This is an optimization exercise on Yosys and OpenROAD, whose aim is small area and a short achievable clock period, not a production implementation.
Function was checked by simulation only, so behaviour that the tests miss may differ from the original.
No activity file was given, so power comes from the tool's default toggle rates.

[flow/design.v]
module mem_responder #(
    parameter int DATA_W      = 8,
    parameter int ADDR_W      = 8,
    parameter int WAIT_CYCLES = 1
) (
    input  logic              clk,
    input  logic              rst,
    input  logic              MemRead,
    input  logic              MemWrite,
    input  logic [ADDR_W-1:0] Addr,
    input  logic [DATA_W-1:0] WriteData,
    output logic [DATA_W-1:0] ReadData,
    output logic              Ready,
    output logic              Busy,
    output logic              Err,
    output logic [DATA_W-1:0] IOOut
);
    localparam int RL    = 2;                  
    localparam int RLEN  = 1 << RL;            
    localparam int NRING = 1 << (ADDR_W - RL);
    logic r_busy, r_wait, r_access, r_done, r_err;
    always_ff @(posedge clk) begin
        if (rst) begin
            r_busy   <= 1'b0;
            r_wait   <= 1'b0;
            r_access <= 1'b0;
            r_done   <= 1'b0;
            r_err    <= 1'b0;
        end else begin
            r_busy   <= (!r_busy && (MemRead || MemWrite)) || r_wait || r_access;
            r_wait   <= !r_busy && (MemRead ^ MemWrite);
            r_access <= r_wait;
            r_done   <= r_access;
            r_err    <= !r_busy && MemRead && MemWrite;
        end
    end
    logic              r_isWrite;
    logic [ADDR_W-1:0] r_addr;
    logic [DATA_W-1:0] r_wdata;
    always_ff @(posedge clk) begin
        if (!r_busy) begin
            r_isWrite <= MemWrite;
            r_addr    <= Addr;
            r_wdata   <= WriteData;
        end
    end
    logic w_isIo;
    assign w_isIo = &r_addr;
    logic [RL:0]   r_cnt;
    logic [RL-1:0] r_phase;
    always_ff @(posedge clk) begin
        r_cnt <= r_cnt + 1'b1;
    end
    assign r_phase = r_cnt[RL-1:0];
    logic              w_load;
    logic [ADDR_W-1:0] r_wbAddr;
    logic [DATA_W-1:0] r_wbData;
    logic [ADDR_W-1:0] w_wbAddrNext;
    logic              r_wbMatch;     
    logic              r_wbMatchB;    
    logic              r_wbFlip;      
    logic [RL:0]       w_wbVNext;
    assign w_load       = r_access && r_isWrite && !rst && !w_isIo;
    assign w_wbAddrNext = w_load ? r_addr : r_wbAddr;
    always_ff @(posedge clk) begin
        if (w_load) begin
            r_wbAddr <= r_addr;
            r_wbData <= r_wdata;
        end
        r_wbMatch  <= (w_wbVNext[RL-1:0] == RL'(RLEN - 1));
        r_wbMatchB <= (w_wbVNext[RL-1:0] == RL'(RLEN - 1));
        r_wbFlip   <= w_wbVNext[RL];
    end
    assign w_wbVNext = (RL + 1)'(w_wbAddrNext[RL-1:0] + r_cnt + 1'b1);
    logic [DATA_W-1:0] r_ring [NRING][RLEN];
    logic [NRING-1:0]  w_we;
    logic [NRING-1:0]  w_keep;
    logic [DATA_W-1:0] w_wd;          
    assign w_wd = r_wbData ^ {DATA_W{r_wbFlip}};
    for (genvar j = 0; j < NRING; j++) begin : g_ring
        assign w_we[j]   = r_wbMatch && (r_wbAddr[ADDR_W-1:RL] == (ADDR_W - RL)'(j));
        assign w_keep[j] = !(r_wbMatchB && (r_wbAddr[ADDR_W-1:RL] == (ADDR_W - RL)'(j)));
        always_ff @(posedge clk) begin
            r_ring[j][0] <= ~((r_ring[j][RLEN-1] & {DATA_W{w_keep[j]}}) | (w_wd & {DATA_W{w_we[j]}}));
            for (int k = 1; k < RLEN; k++) r_ring[j][k] <= r_ring[j][k-1];
        end
    end
    localparam int NTAP  = RLEN / 2;
    localparam int NWL   = NRING * NTAP;
    localparam int NGRP  = 4;
    localparam int GSIZE = NWL / NGRP;
    logic [ADDR_W-1:0]  w_aSrc;        
    logic [RL-1:0]      w_slotNow;
    logic [NTAP-1:0]    w_tap;
    logic [NRING-1:0]   w_ringSel;
    logic [NWL-1:0]     w_wl;
    logic [NGRP-1:0]    r_part [DATA_W];
    logic [DATA_W-1:0]  w_look;        
    logic [DATA_W-1:0]  r_rdHold;
    logic               r_fwd;
    logic               r_rdPol;
    logic [RL:0]        w_vPrev;
    assign w_aSrc    = r_busy ? r_addr : Addr;
    assign w_slotNow = RL'(w_aSrc[RL-1:0] + r_phase);
    for (genvar i = 0; i < NTAP; i++) begin : g_tapSel
        assign w_tap[i] = (w_slotNow == RL'(2 * i + 1));
    end
    for (genvar j = 0; j < NRING; j++) begin : g_wl
        assign w_ringSel[j] = (w_aSrc[ADDR_W-1:RL] == (ADDR_W - RL)'(j));
        for (genvar i = 0; i < NTAP; i++) begin : g_tap
            assign w_wl[j * NTAP + i] = w_ringSel[j] && w_tap[i];
        end
    end
    always_ff @(posedge clk) begin
        for (int b = 0; b < DATA_W; b++) begin
            for (int g = 0; g < NGRP; g++) begin
                logic acc;
                acc = 1'b0;
                for (int x = 0; x < GSIZE; x++) begin
                    acc = acc | (w_wl[g * GSIZE + x]
                                 && r_ring[(g * GSIZE + x) / NTAP][2 * ((g * GSIZE + x) % NTAP) + 1][b]);
                end
                r_part[b][g] <= acc;
            end
        end
    end
    always_comb begin
        for (int b = 0; b < DATA_W; b++) w_look[b] = |r_part[b];
    end
    assign w_vPrev = (RL + 1)'(r_addr[RL-1:0] + r_cnt - 1'b1);
    always_ff @(posedge clk) begin
        r_rdHold <= w_look;
        r_fwd    <= (r_addr == r_wbAddr);
        r_rdPol  <= w_vPrev[RL];
    end
    logic [DATA_W-1:0] r_ioOut;
    always_ff @(posedge clk) begin
        if (rst) begin
            r_ioOut <= '0;
        end else if (r_access && r_isWrite && w_isIo) begin
            r_ioOut <= r_wdata;
        end
    end
    assign IOOut = r_ioOut;
    logic [DATA_W-1:0] r_readData;
    always_ff @(posedge clk) begin
        if (rst) begin
            r_readData <= '0;
        end else if (r_access && !r_isWrite) begin
            r_readData <= w_isIo ? r_ioOut : (r_fwd ? r_wbData : (r_rdHold | w_look) ^ {DATA_W{r_rdPol}});
        end
    end
    assign ReadData = r_readData;
    assign Ready    = r_done;
    assign Busy     = r_busy;
    assign Err      = r_err;
endmodule
[flow/run.sh]
#!/bin/bash
# synth_recipe.tcl (not shown) runs the flow's synth.tcl, then flattens the netlist and writes it again
# the make line also repeats each setting of config.mk as NAME=value (left out here)
make -C /OpenROAD-flow-scripts/flow DESIGN_CONFIG=/design/flow/config.mk WORK_HOME=/design/flow/orfs CLKGATE_MAP_FILE= SYNTH_SCRIPT=/design/flow/synth_recipe.tcl finish
[flow/config.mk]
export PLATFORM = sky130hd
export DESIGN_NAME = mem_responder
export DESIGN_NICKNAME = mem_responder
export VERILOG_FILES = /design/flow/design.v
export SDC_FILE = /design/flow/constraint.sdc
export NUM_CORES = 4
export LEC_CHECK = 0
export CAP_MARGIN = 20
export CORE_MARGIN = 2
export CORE_UTILIZATION = 55
export SETUP_SLACK_MARGIN = 1.4
export SLEW_MARGIN = 20
[flow/constraint.sdc]
create_clock -name core_clock -period 3.6 [get_ports {clk}]
set_input_delay 0.7200 -clock core_clock [delete_from_list [all_inputs] [get_ports {clk}]]
set_output_delay 0.7200 -clock core_clock [all_outputs]
set_load 0.01 [all_outputs]
==> summary.txt <==
-- power by group --
group / switching [W] / total, W / internal, W
Combinational: 0.00215 / 0.00316 / 0.00102
Sequential: 0.000477 / 0.0252 / 0.0247
Clock: 0.00892 / 0.0215 / 0.0126
Total: 0.0115 / 0.0499 / 0.0383
-- kinds of logic (layout without fill, tap and decap cells) --
kind of cell | after synthesis | count (layout) | synth area share, %
adders and majority gates | 6 | 6 | 0.143
xor gates and xnor gates | 31 | 31 | 0.529
muxes | 36 | 36 | 0.668
buffers and inverters | 287 | 929 | 2.10
AOI/OAI and AO/OA | 1089 | 1089 | 12.5
other | 0 | 2 | 0
and+or+nand+nor | 1117 | 1119 | 9.17
DFF | 2149 | 2149 | 74.9
-- final cells by class --
class                   instances  area (µm²)
flip-flops and latches       2149       43300
fillers                      7560       32100
multi-input cells            2281       14500
clock buffers                 289        5770
repair buffers                549        5380
well taps                    1380        1730
clock inverters                75         990
inverters                      16        60.1
diodes                          2        5.00
-- metal layers --
metal  track usage, %  wire [µm]
met1             49.7      82400
met5                0          0
met2             50.4      79800
met4             13.6       7270
met3             5.88      16800
-- worst paths after layout --
kind                            cells past startpoint            to
worst max-delay path                                9  r_part[0][2]
worst min-delay path                                0  r_ring[1][1]
worst max register to register                      9  r_part[0][2]
worst min register to register                      0  r_ring[1][1]
-- registers in the layout, summed over array words and instances (netlist names), 3 cells and up --
name        count
r_ioOut         8
r_addr          8
r_readData      8
r_rdHold        8
r_wbData        8
r_wbAddr        8
r_ring       2048
r_cnt           3
r_wdata         8
r_part         32
-- through the flow --
| stage | setup WS, ns | hold slack (ns) | setup TNS, ns | instance area [µm²] |
|---|---|---|---|---|
| after floorplan | 0.405 | 0.310 | 0 | 58000 |
| after global placement | -0.462 | 0.310 | -5.30 | 63000 |
| after detailed placement | -0.415 | 0.312 | -6.65 | 63000 |
| after CTS | 0.525 | 0.312 | 0 | 70900 |
| after global routing | 0.475 | 0.314 | 0 | 71700 |
| final | 0.514 | 0.314 | 0 | 71700 |
-- what timing repair did --
| action | CTS | global route |
|---|---|---|
| endpoints found under the setup margin | 200 | 164 |
| buffers inserted | 44 | 23 |
| pin swaps | 42 | 37 |
| gates cloned | 6 | 3 |
| gates resized for setup | 184 | 104 |
-- cell usage in the layout, fill, tap and decap left out, types with 10 or more instances in the layout --
cell and count:
a21oi_1 393, a221oi_1 18, a222oi_1 49, a22o_1 57
a22oi_1 155, a22oi_2 22, a32o_1 35, a32oi_1 54
and3_1 10, and4_1 35, buf_12 69, buf_4 396
buf_6 33, bufinv_16 20, clkbuf_1 49, clkbuf_16 206
clkbuf_8 37, clkdlybuf4s50_1 17, clkinv_2 34, dfxtp_1 2116
dlygate4sd2_1 18, edfxtp_1 23, inv_1 15, mux2i_1 20
nand2_1 231, nand2_2 18, nand3_1 42, nand4_1 128
nand4b_1 10, nor2_1 426, nor2_2 13, nor3_1 44
nor3_2 35, nor3_4 14, nor3b_1 10, o21ai_0 170
o221ai_1 10, o22ai_1 25, or4_1 21, xnor2_1 18
==> impl_metrics.csv <==
group,metric,value,unit
global_routing,grt_pass1_vias,37706,
yosys,synth_area,57700,µm²
drt,drt-total-wl,186000,µm
cells_and_area,area_growth,24.2,%
power,power_density,696,nW/µm²
job,maxCapViolCount,0,
cells_and_area,drive_above_1_share,19.8,%
floorplan,fp.dieH,328,µm
timing,fin_crit,3.09,ns
floorplan,die_x,328,µm
placed_design,routabilityCongestion,0.948,
yosys,postSynthCellCount,4715,
cts,htree_levels,4,
drt,wl_per_cell,27.6,µm
timing,max_freq,324,MHz
global_routing,overflow,0,
power,design_power_total,0.0499,W
worst_setup_path,end_kind,"flop",
drt,ant_nets,0,
global_routing,antenna_found_initial,4,
global_routing,grtUsageTotal,34.1,%
worst_setup_path,crit_chain,"buf_4 > clkbuf_16 > and3b_1 > o22ai_1 > buf_4 > nor3_2 > a221o_1 > or4_1 > or4_1",
worst_setup_path,startpoint,"r_busy",
cts,clk_pin_slew_worst_paths,0.06,ns
min_path,hp-class,"reg2reg",
power,p_leak,28.1,nW
drt,drt_iter0_markers,5016,
global_routing,grt_max_degree,65,
power,vdd_drop_max,669,µV
cts,cts_tree,"built",
cells_and_area,postLayoutCoreUtil,69.1,%
worst_setup_path,cp_top_family,"simple AND/OR/NAND/NOR gates",
run_status,outcome,"timing/DRC/antenna clean",
yosys,synth_edf_count,23,
timing,setup_viol,0,
cts,cts_sinks,2149,
yosys,synth_top_area_share,73.7,%
placed_design,dp_cells,6299,
worst_setup_path,critPathLaunchType,"flop",
worst_setup_path,r2r_slack,0.51,ns
cts,clock_latency,0.80,ns
yosys,async_flop_share,0,%
worst_setup_path,worst_path_max_delay_cell,"or4_1",
worst_setup_path,path_buf_inv,3,
floorplan,die-area,108000,µm²
timing,period_share,85.7,%
worst_setup_path,r2r-start,"r_busy",
yosys,seq_area_frac_synth,74.9,%
cells_and_area,final_cells,6741,
worst_setup_path,critPathMaxFanout,26,
worst_setup_path,required,4.25,ns
placed_design,portBuffers,38,
timing,tightestPinTransition,0.752,ns
yosys,yosys.area.top_type,"dfxtp_1",
yosys,synth.distinct_cells,74,
min_path,holdCritStartpoint,"r_ring[0][1]",
yosys,synth_seq_cells,2149,
worst_setup_path,critical_path.max_stage_delay,0.53,ns
floorplan,core_area,104000,µm²
drt,route.vias.total,39563,
timing,slew_headroom,49.9,%
floorplan,initial_core_util,55.6,%
floorplan,rows,118,
floorplan,io_pins,39,
cts,hold_buffers,0,
yosys,synth_area_leaders,"dfxtp_1 74%, a21oi_1 3.4%, nor2_1 2.9%",
yosys,synth_fp_nets,4741,
global_routing,grt_pass1_wl,264000,µm
timing,rsz0062_at_grt,"yes",
cts,clockRootBuffer,"clkbuf_16",
timing,drv_slew,0,
drt,drcViolationCount,0,
yosys,yosysWarnings,3,
drt,via_per_inst,5.87,
cts,cts_buffers,195,
worst_setup_path,critPathArrivalTime,3.74,ns
timing,finalHoldViolCount,0,
yosys,synthFlopType,"dfxtp_1",
placed_design,dpl.hpwl,122000,µm
yosys,syn_avg_cell_area,12.2,µm²
yosys,yosysMostFrequentCell,"dfxtp_1",
drt,drtPass1Iterations,7,
cells_and_area,fin_nets,5218,
cts,clock_path_buffers,3,
worst_setup_path,crit_type,"reg2reg",
yosys,synthTopCellsByCount,"2126 x dfxtp_1, 442 x nor2_1, 394 x a21oi_1",
timing,skew,0.0228,ns

==> re-timing with driven ports <==
In the flow no input, the clock included, has a driving cell. The finished layout below was timed again as built, in two steps.
Step 1, drivers: a clkbuf_16 drives clk and a buf_2 each remaining input, both assumed.
Step 2 times the ports against the registers' clock, not the clock port: input delays grow and output delays shrink by t, the midpoint of the rising clock arrivals with the driver on.
Three values: ideal ports, drivers, drivers and shift; two values: the first two.
t (ns): 0.861
setup WS [ns]: 0.514 / 0.514 / -0.279
latest minus earliest clock arrival (ns): 0.026 / 0.027
worst slew at a driven data input, ns: 0.06
Met with ideal ports but missed after step 2: setup timing in this run. For this run, drivers alone change the setup slack by 0.000 ns; drivers and shift together by -0.793 ns.
